This is an optimization exercise on Yosys and OpenROAD, whose aim is small area and a short achievable clock period, not a production implementation. The RTL was checked by simulation tests, not by an equivalence proof against the original design. Power is estimated from default activity; no workload was simulated.

`config.mk`:
```
export PLATFORM = sky130hd
export DESIGN_NAME = coreTop
export DESIGN_NICKNAME = coreTop
export VERILOG_FILES = /design/flow/design.v
export SDC_FILE = /design/flow/constraint.sdc
export NUM_CORES = 4
export LEC_CHECK = 0
export CAP_MARGIN = 20
export CORE_MARGIN = 2
export CORE_UTILIZATION = 40
export SLEW_MARGIN = 20
```
`constraint.sdc`:
```
create_clock -name core_clock -period 12.0 [get_ports {clk}]
set_input_delay 2.4000 -clock core_clock [delete_from_list [all_inputs] [get_ports {clk}]]
set_output_delay 2.4000 -clock core_clock [all_outputs]
set_load 0.01 [all_outputs]
```
`design.v`:
```
package corePkg;
	localparam int wordWidth = 32;
	localparam int regIndexWidth = 4;
	localparam int opcodeWidth = 9;
	localparam int formWidth = 3;
	localparam int immWidth = 12;
	localparam int aluOpWidth = 4;
	localparam int pcSelWidth = 2;
	localparam int shiftWidth = 5;  
	typedef logic [wordWidth-1:0] wordT;
	typedef logic [regIndexWidth-1:0] regIndexT;
	typedef logic [opcodeWidth-1:0] opcodeT;
	typedef logic [formWidth-1:0] formT;
	typedef logic [aluOpWidth-1:0] aluOpT;
	typedef logic [pcSelWidth-1:0] pcSelT;
	typedef logic [immWidth-1:0] immT;
	localparam int opcodeMsb = 31;
	localparam int opcodeLsb = 23;
	localparam int destMsb = 22;
	localparam int destLsb = 19;
	localparam int formMsb = 18;
	localparam int formLsb = 16;
	localparam int immMsb = 15;
	localparam int immLsb = 4;
	localparam int srcBMsb = 7;  
	localparam int srcBLsb = 4;
	localparam int srcAMsb = 3;
	localparam int srcALsb = 0;
	localparam int jumpTargetMsb = 22;  
	localparam opcodeT opAdd = 9'h1B6;
	localparam opcodeT opRsub = 9'h1B8;
	localparam opcodeT opAnd = 9'h106;
	localparam opcodeT opSll = 9'h08C;
	localparam opcodeT opSrl = 9'h08D;
	localparam opcodeT opJ = 9'h1FF;
	localparam opcodeT opJal = 9'h1FE;
	localparam opcodeT opJalr = 9'h1DD;
	localparam opcodeT opJr = 9'h1ED;
	localparam formT formImmediate = 3'b000;  
	localparam aluOpT aluAdd = 4'b0000;
	localparam aluOpT aluRsub = 4'b0001;  
	localparam aluOpT aluAnd = 4'b0010;
	localparam aluOpT aluSll = 4'b0011;
	localparam aluOpT aluSrl = 4'b0100;
	localparam pcSelT pcNext = 2'b00;
	localparam pcSelT pcJump = 2'b01;
	localparam pcSelT pcRegister = 2'b10;
	localparam regIndexT linkRegister = 4'd0;
	localparam int regCount = 16;
endpackage
`timescale 1ns/1ps
module instructionDecoder (
	input corePkg::wordT instr,
	output logic regWriteEnable,
	output logic linkToZero,
	output logic useImmediate,
	output corePkg::aluOpT aluOp,
	output logic writeLink,
	output corePkg::pcSelT pcSel,
	output corePkg::wordT immediate
);
	corePkg::opcodeT opcode;
	corePkg::formT form;
	corePkg::immT immField;
	logic isImmForm;
	logic signExtend;
	assign opcode = instr[corePkg::opcodeMsb:corePkg::opcodeLsb];
	assign form = instr[corePkg::formMsb:corePkg::formLsb];
	assign immField = instr[corePkg::immMsb:corePkg::immLsb];
	assign isImmForm = (form == corePkg::formImmediate);
	always_comb begin
		regWriteEnable = 1'b0;  
		linkToZero = 1'b0;
		useImmediate = 1'b0;
		aluOp = corePkg::aluAdd;
		writeLink = 1'b0;
		pcSel = corePkg::pcNext;
		signExtend = 1'b0;
		case (opcode)
			corePkg::opAdd: begin
				regWriteEnable = 1'b1;
				useImmediate = isImmForm;
				signExtend = 1'b1;  
				aluOp = corePkg::aluAdd;
			end
			corePkg::opRsub: begin
				regWriteEnable = 1'b1;
				useImmediate = isImmForm;
				signExtend = 1'b1;
				aluOp = corePkg::aluRsub;
			end
			corePkg::opAnd: begin
				regWriteEnable = 1'b1;
				useImmediate = isImmForm;
				aluOp = corePkg::aluAnd;
			end
			corePkg::opSll: begin
				regWriteEnable = 1'b1;
				useImmediate = isImmForm;
				aluOp = corePkg::aluSll;
			end
			corePkg::opSrl: begin
				regWriteEnable = 1'b1;
				useImmediate = isImmForm;
				aluOp = corePkg::aluSrl;
			end
			corePkg::opJ: begin
				pcSel = corePkg::pcJump;
			end
			corePkg::opJal: begin
				regWriteEnable = 1'b1;
				linkToZero = 1'b1;  
				writeLink = 1'b1;
				pcSel = corePkg::pcJump;
			end
			corePkg::opJalr: begin
				regWriteEnable = 1'b1;
				writeLink = 1'b1;
				pcSel = corePkg::pcRegister;
			end
			corePkg::opJr: begin
				pcSel = corePkg::pcRegister;
			end
			default: begin
				regWriteEnable = 1'b0;
				pcSel = corePkg::pcNext;
			end
		endcase
	end
	assign immediate = signExtend ? {{(corePkg::wordWidth-corePkg::immWidth){immField[corePkg::immWidth-1]}}, immField}
		: {{(corePkg::wordWidth-corePkg::immWidth){1'b0}}, immField};
endmodule
`timescale 1ns/1ps
module registerFile (
	input logic clk,
	input logic reset,
	input corePkg::regIndexT srcA,
	input corePkg::regIndexT srcB,
	input corePkg::regIndexT writeReg,
	input logic regWriteEnable,
	input corePkg::wordT writeData,
	output corePkg::wordT operandA,
	output corePkg::wordT operandB
);
	corePkg::wordT regs [corePkg::regCount];
	always_ff @(posedge clk) begin
		if (reset) begin
			for (int i = 0; i < corePkg::regCount; i++) begin
				regs[i] <= '0;  
			end
		end else if (regWriteEnable) begin
			regs[writeReg] <= writeData;
		end
	end
	assign operandA = regs[srcA];  
	assign operandB = regs[srcB];
endmodule
`timescale 1ns/1ps
module executeUnit (
	input corePkg::wordT operandA,
	input corePkg::wordT operandB,
	input corePkg::wordT immediate,
	input logic useImmediate,
	input corePkg::aluOpT aluOp,
	input logic writeLink,
	input corePkg::wordT pcPlusOne,
	output corePkg::wordT aluResult,
	output corePkg::wordT writeData
);
	corePkg::wordT secondOperand;
	logic shiftTooWide;
	assign secondOperand = useImmediate ? immediate : operandB;
	assign shiftTooWide = (secondOperand >= corePkg::wordT'(corePkg::wordWidth));
	always_comb begin
		case (aluOp)
			corePkg::aluAdd: aluResult = operandA + secondOperand;
			corePkg::aluRsub: aluResult = secondOperand - operandA;  
			corePkg::aluAnd: aluResult = operandA & secondOperand;
			corePkg::aluSll: begin
				if (shiftTooWide)
					aluResult = '0;
				else
					aluResult = operandA << secondOperand[corePkg::shiftWidth-1:0];
			end
			corePkg::aluSrl: begin
				if (shiftTooWide)
					aluResult = '0;
				else
					aluResult = operandA >> secondOperand[corePkg::shiftWidth-1:0];
			end
			default: aluResult = '0;
		endcase
	end
	assign writeData = writeLink ? pcPlusOne : aluResult;  
endmodule
`timescale 1ns/1ps
module programCounter #(
	parameter corePkg::wordT resetAddress = '0
) (
	input logic clk,
	input logic reset,
	input corePkg::pcSelT pcSel,
	input logic [corePkg::jumpTargetMsb:0] jumpField,
	input corePkg::wordT operandA,
	output corePkg::wordT pc,
	output corePkg::wordT pcPlusOne
);
	corePkg::wordT jumpTarget;
	corePkg::wordT nextPc;
	assign pcPlusOne = pc + corePkg::wordT'(1);  
	assign jumpTarget = {pcPlusOne[corePkg::wordWidth-1:corePkg::jumpTargetMsb+1], jumpField};
	always_comb begin
		case (pcSel)
			corePkg::pcJump: nextPc = jumpTarget;
			corePkg::pcRegister: nextPc = operandA;  
			default: nextPc = pcPlusOne;
		endcase
	end
	always_ff @(posedge clk) begin
		if (reset)
			pc <= resetAddress;
		else
			pc <= nextPc;
	end
endmodule
`timescale 1ns/1ps
module coreTop #(
	parameter corePkg::wordT resetAddress = '0
) (
	input logic clk,
	input logic reset,
	input corePkg::wordT instr,
	output corePkg::wordT pc,
	output logic regWriteEnable,
	output corePkg::regIndexT writeReg,
	output corePkg::wordT writeData
);
	logic linkToZero;
	logic useImmediate;
	logic writeLink;
	corePkg::aluOpT aluOp;
	corePkg::pcSelT pcSel;
	corePkg::wordT immediate;
	corePkg::wordT operandA;
	corePkg::wordT operandB;
	corePkg::wordT pcPlusOne;
	assign writeReg = linkToZero ? corePkg::linkRegister : instr[corePkg::destMsb:corePkg::destLsb];
	instructionDecoder decoder (
		.instr(instr),
		.regWriteEnable(regWriteEnable),
		.linkToZero(linkToZero),
		.useImmediate(useImmediate),
		.aluOp(aluOp),
		.writeLink(writeLink),
		.pcSel(pcSel),
		.immediate(immediate)
	);
	registerFile regFile (
		.clk(clk),
		.reset(reset),
		.srcA(instr[corePkg::srcAMsb:corePkg::srcALsb]),
		.srcB(instr[corePkg::srcBMsb:corePkg::srcBLsb]),
		.writeReg(writeReg),
		.regWriteEnable(regWriteEnable),
		.writeData(writeData),
		.operandA(operandA),
		.operandB(operandB)
	);
	executeUnit execute (
		.operandA(operandA),
		.operandB(operandB),
		.immediate(immediate),
		.useImmediate(useImmediate),
		.aluOp(aluOp),
		.writeLink(writeLink),
		.pcPlusOne(pcPlusOne),
		.aluResult(),  
		.writeData(writeData)
	);
	programCounter #(
		.resetAddress(resetAddress)
	) pcUnit (
		.clk(clk),
		.reset(reset),
		.pcSel(pcSel),
		.jumpField(instr[corePkg::jumpTargetMsb:0]),
		.operandA(operandA),
		.pc(pc),
		.pcPlusOne(pcPlusOne)
	);
endmodule
```
`run.sh`:
```
#!/bin/bash
# synth_recipe.tcl (not shown) runs the flow's synth.tcl, then flattens the netlist and writes it again
# the make line also repeats each setting of config.mk as NAME=value (left out here)
make -C /OpenROAD-flow-scripts/flow DESIGN_CONFIG=/design/flow/config.mk WORK_HOME=/design/flow/orfs CLKGATE_MAP_FILE= SYNTH_SCRIPT=/design/flow/synth_recipe.tcl finish
```
==> flow_summary.yaml <==
status:
  status: "no timing/DRC/antenna violations"
power:
  powerDensity_nw_per_um2: 145.0
  intPower_mw: 3.834
  power_frac_comb_pct: 32.7
  p_clk_share_pct: 31.2
  switchingPower_mw: 2.171
  peakVddDrop_uv: 121.9
  swShare_pct: 36.15
  power.leakage_nw: 14.90
  power_frac_seq_pct: 36.0
synthesis:
  synthCells: 3233
  synthFlopType: "edfxtp_1"
  synth_cell_type_count: 96
  synth.net_count: 3304
  yosysWarnings: 4
  synth_edf_count: 512
  synthArstFlopShare_pct: 0
  synth_seq_cells: 544
  syn_area_sq_um: 36720
  syn_avg_cell_area_sq_um: 11.36
  seq_area_frac_synth_pct: 43.62
clocking:
  h-tree-depth: 2
  clk_path_buf_depth: 3
  numCtsBuffers: 60
  clk_latency_ps: 670
  cts_num_sinks: 544
  path_clk_slew_ps: 60
  cts_tree: "built"
  cts-root-buf: "clkbuf_16"
  holdBufCountCts: 0
floorplan:
  num_rows: 111
  io_pins: 103
  start_util_pct: 40.24
  dieHeight_um: 307.0
  die-width_um: 307.0
  coreArea_sq_um: 91250
  die_area_sq_um: 94230
timing:
  timing.fmax_mhz: 85.94
  maxSlewHeadroom_pct: 17.71
  slew_violations: 0
  finalHoldViolations: 0
  fin_tns_setup_ps: 0
  clock_skew_ps: 60.98
  rsz0062_at_grt: "false"
  min_period_over_period_pct: 96.96
  period_needed_ps: 11640
  worst_slew_pin_slew_ps: 1225
  setup_viol: 0
cells_and_area:
  fin_util_pct: 45.38
  final_layout_size_suffix_gt1_share_pct: 20.01
  final_cell_count_no_fill: 4521
  seqCellArea_sq_um: 16020
  multi_input_area_sq_um: 19140
  nNetsFinal: 3354
  syn_to_final_growth_pct: 12.77
  fillers: 8414
  fin_area_sq_um: 41400
place:
  dpl_cell_area_sq_um: 39420
  placed_cells: 4406
  port_buffers: 102
  place.gp.congestion: 1.035
  dpl.hpwl_um: 109700
critical_path:
  cp.required_ps: 9600
  start_kind: "input pin"
  r2r_cells: 19
  critPathMaxFanout: 7
  critPathSlowestCell: "o311ai_0"
  ff2ff_setup_slack_ps: 5660
  end_kind: "primary output"
  crit_top_cell: "inv_1"
  cpPeakStageDelay_ps: 960
  critPathKind: "in -> out"
  path_cells: "clkdlybuf4s50_1, buf_4, nor2b_1, a22oi_1, nand2_1, a222oi_1, inv_1, ha_1, nand4_1, nand2_1, xnor2_1, ha_1, a2111oi_0, buf_4, inv_1, o21ai_0, a21boi_0, o311ai_0, a22oi_2, inv_1, clkdlybuf4s50_1"
  r2r_start: "regFile.regs[3][6]"
  r2r-end: "regFile.regs[4][24]"
  arrival_ps: 9240
global_routing:
  antenna_found_initial: 4
  grt_pass1_wl_um: 228700
  grt.overflow.total: 0
  grt_pass1_vias: 30541
  grt_max_degree: 69
  grt_util_all_layers_pct: 34.01
min_path:
  whs_endpoint: "pcUnit.pc[6]"
  min_from: "pcUnit.pc[6]"
  min_path_cells: 3
  hp-class: "reg -> reg"
routing:
  firstDrtPassIters: 6
  drt_wl_total_um: 163300
  vias_per_cell: 7.052
  ant_nets: 0
  first_iter_violations: 5363
  vias: 31884
  routedWlPerCell_um: 36.12
  drc: 0
job:
  maxCapViolations: 0
==> cells in the final DEF (no fill, tap or decap), types with 36 or more instances in the layout <==
master,instances
a211oi_1,106
a21o_1,43
a21oi_1,132
a221oi_1,55
a22oi_1,91
a311oi_1,41
buf_4,195
clkbuf_16,60
clkdlybuf4s50_1,95
edfxtp_1,512
ha_1,36
inv_1,44
mux2i_1,177
mux4_2,258
nand2_1,148
nand3_1,73
nor2_1,456
nor3_1,142
o21ai_0,45
xnor2_1,47
==> routing by layer <==
layer  track usage, %  routed length (um)  up-vias
li1                 -                   -    12887
met1            45.59               60360    15976
met2            51.73               71900     2545
met3            8.463               21830      470
met4            16.24                9178        6
met5                0                  33        -
==> logic make-up (layout without fill, tap and decap cells) <==
family                   Yosys count  in the layout  share of synthesized area (%)
AND/OR/NAND/NOR                  993            993                          12.16
AO/OA/AOI/OAI                    763            763                          15.22
flip-flops                       544            544                          43.62
multiplexers                     453            453                          21.24
buffers and inverters            370            470                          4.734
XOR/XNOR                          73             73                          1.741
adder cells (fa/ha/maj)           37             37                          1.281
other                              0              2                              0
==> through the flow <==
step | power [mW] | hold slack, ps | setup slack (ps)
floorplan | 3.289 | 562.4 | 1572
global placement | 4.118 | 627.1 | 230.8
detailed placement | 4.111 | 632.1 | 287.4
CTS | 5.960 | 641.5 | 262.9
global route | 6.164 | 666.6 | 76.99
finish | 6.005 | 651.1 | 364.5
==> critical path: cells and delay by family <==
kind,cells,cell delay [ps]
xor gates and xnor gates,1,260
buffers and inverters,7,2050
AOI/OAI and AO/OA,7,3470
adders and majority gates,2,580
and+or+nand+nor,4,450
==> power groups by stage <==
stage	combinational, mW	clock (mW)	sequential (mW)
CTS	1.92	1.88	2.16
global placement	1.92	0	2.20
finish	1.97	1.88	2.16
detailed placement	1.91	0	2.20
floorplan	1.10	0	2.19
global route	2.04	1.95	2.17
==> state kept, by name, summed over array words and instances (netlist names) <==
| signal | count |
|---|---|
| pcUnit.pc | 32 |
| regFile.regs | 512 |
==> how the worst max path moves through the flow <==
stage                  start  cells past startpoint             to  slack (ps)
finish              instr[2]                     21  writeData[13]         360
global route        instr[2]                     24  writeData[15]          80
CTS                 instr[2]                     24  writeData[15]         260
detailed placement  instr[2]                     24  writeData[15]         290
global placement    instr[2]                     24  writeData[15]         230
floorplan           instr[4]                     26  writeData[20]        1570
==> repair_timing <==
item                                   4_1_cts  5_1_grt
endpoints found under the hold margin        0        0
setup endpoints to repair                    0        1
buffers inserted                             0        0
resized for setup                            0        2
==> Yosys cell counts (16+ instances only) <==
cell / n / area share, %
edfxtp_1: 512 / 42
nor2_1: 460 / 4.7
mux4_2: 258 / 16
clkbuf_1: 185 / 1.9
mux2i_1: 178 / 4.9
nand2_1: 160 / 1.6
nor3_1: 142 / 1.9
a21oi_1: 135 / 1.8
a211oi_1: 106 / 2.2
a22oi_1: 91 / 1.9
buf_2: 75 / 1.0
nand3_1: 74 / 1.0
a221oi_1: 55 / 1.3
xnor2_1: 47 / 1.1
o21ai_0: 45 / 0.61
inv_1: 44 / 0.45
a21o_1: 43 / 0.88
a311oi_1: 42 / 1.0
ha_1: 36 / 1.2
a31oi_1: 32 / 0.55
dfxtp_1: 32 / 1.7
nand2b_1: 27 / 0.46
buf_6: 26 / 0.80
xor2_1: 26 / 0.62
o22ai_1: 25 / 0.43
and3_1: 22 / 0.37
and2_1: 18 / 0.31
o211ai_1: 18 / 0.37
or3_1: 18 / 0.31
buf_4: 16 / 0.33
==> layout make-up <==
| type | count | area share [%] |
|---|---|---|
| multi-input combinational | 2319 | 46.24 |
| sequential | 544 | 38.68 |
| timing repair buffer | 302 | 6.222 |
| clock buffer | 75 | 3.762 |
| tap | 1186 | 3.584 |
| clock inverter | 37 | 0.9942 |
| inverter | 56 | 0.5077 |
| antenna | 2 | 0.01209 |

==> re-timing with driven ports <==
The results above use ideal ports. As a check the final layout listed here was re-extracted and re-timed, cells and wires unchanged. Step 1 sets driving cells, clkbuf_16 on the clock port and buf_2 on the other inputs (assumed; they add their load-dependent delay and slew). Step 2 times the ports against the registers' clock, not the clock port: input delays grow and output delays shrink by t, the midpoint of the rising clock arrivals with the driver on. Three values: no drivers, after step 1, after step 2; two values: the first two.
t, ns: 0.711
setup WS [ns]: 0.364 / 0.312 / 0.312
worst data-port slew with drivers (ns): 0.10
After both steps this run still meets setup and hold. The setup slack of this run moves by -0.052 ns with the drivers and by -0.052 ns with both steps.
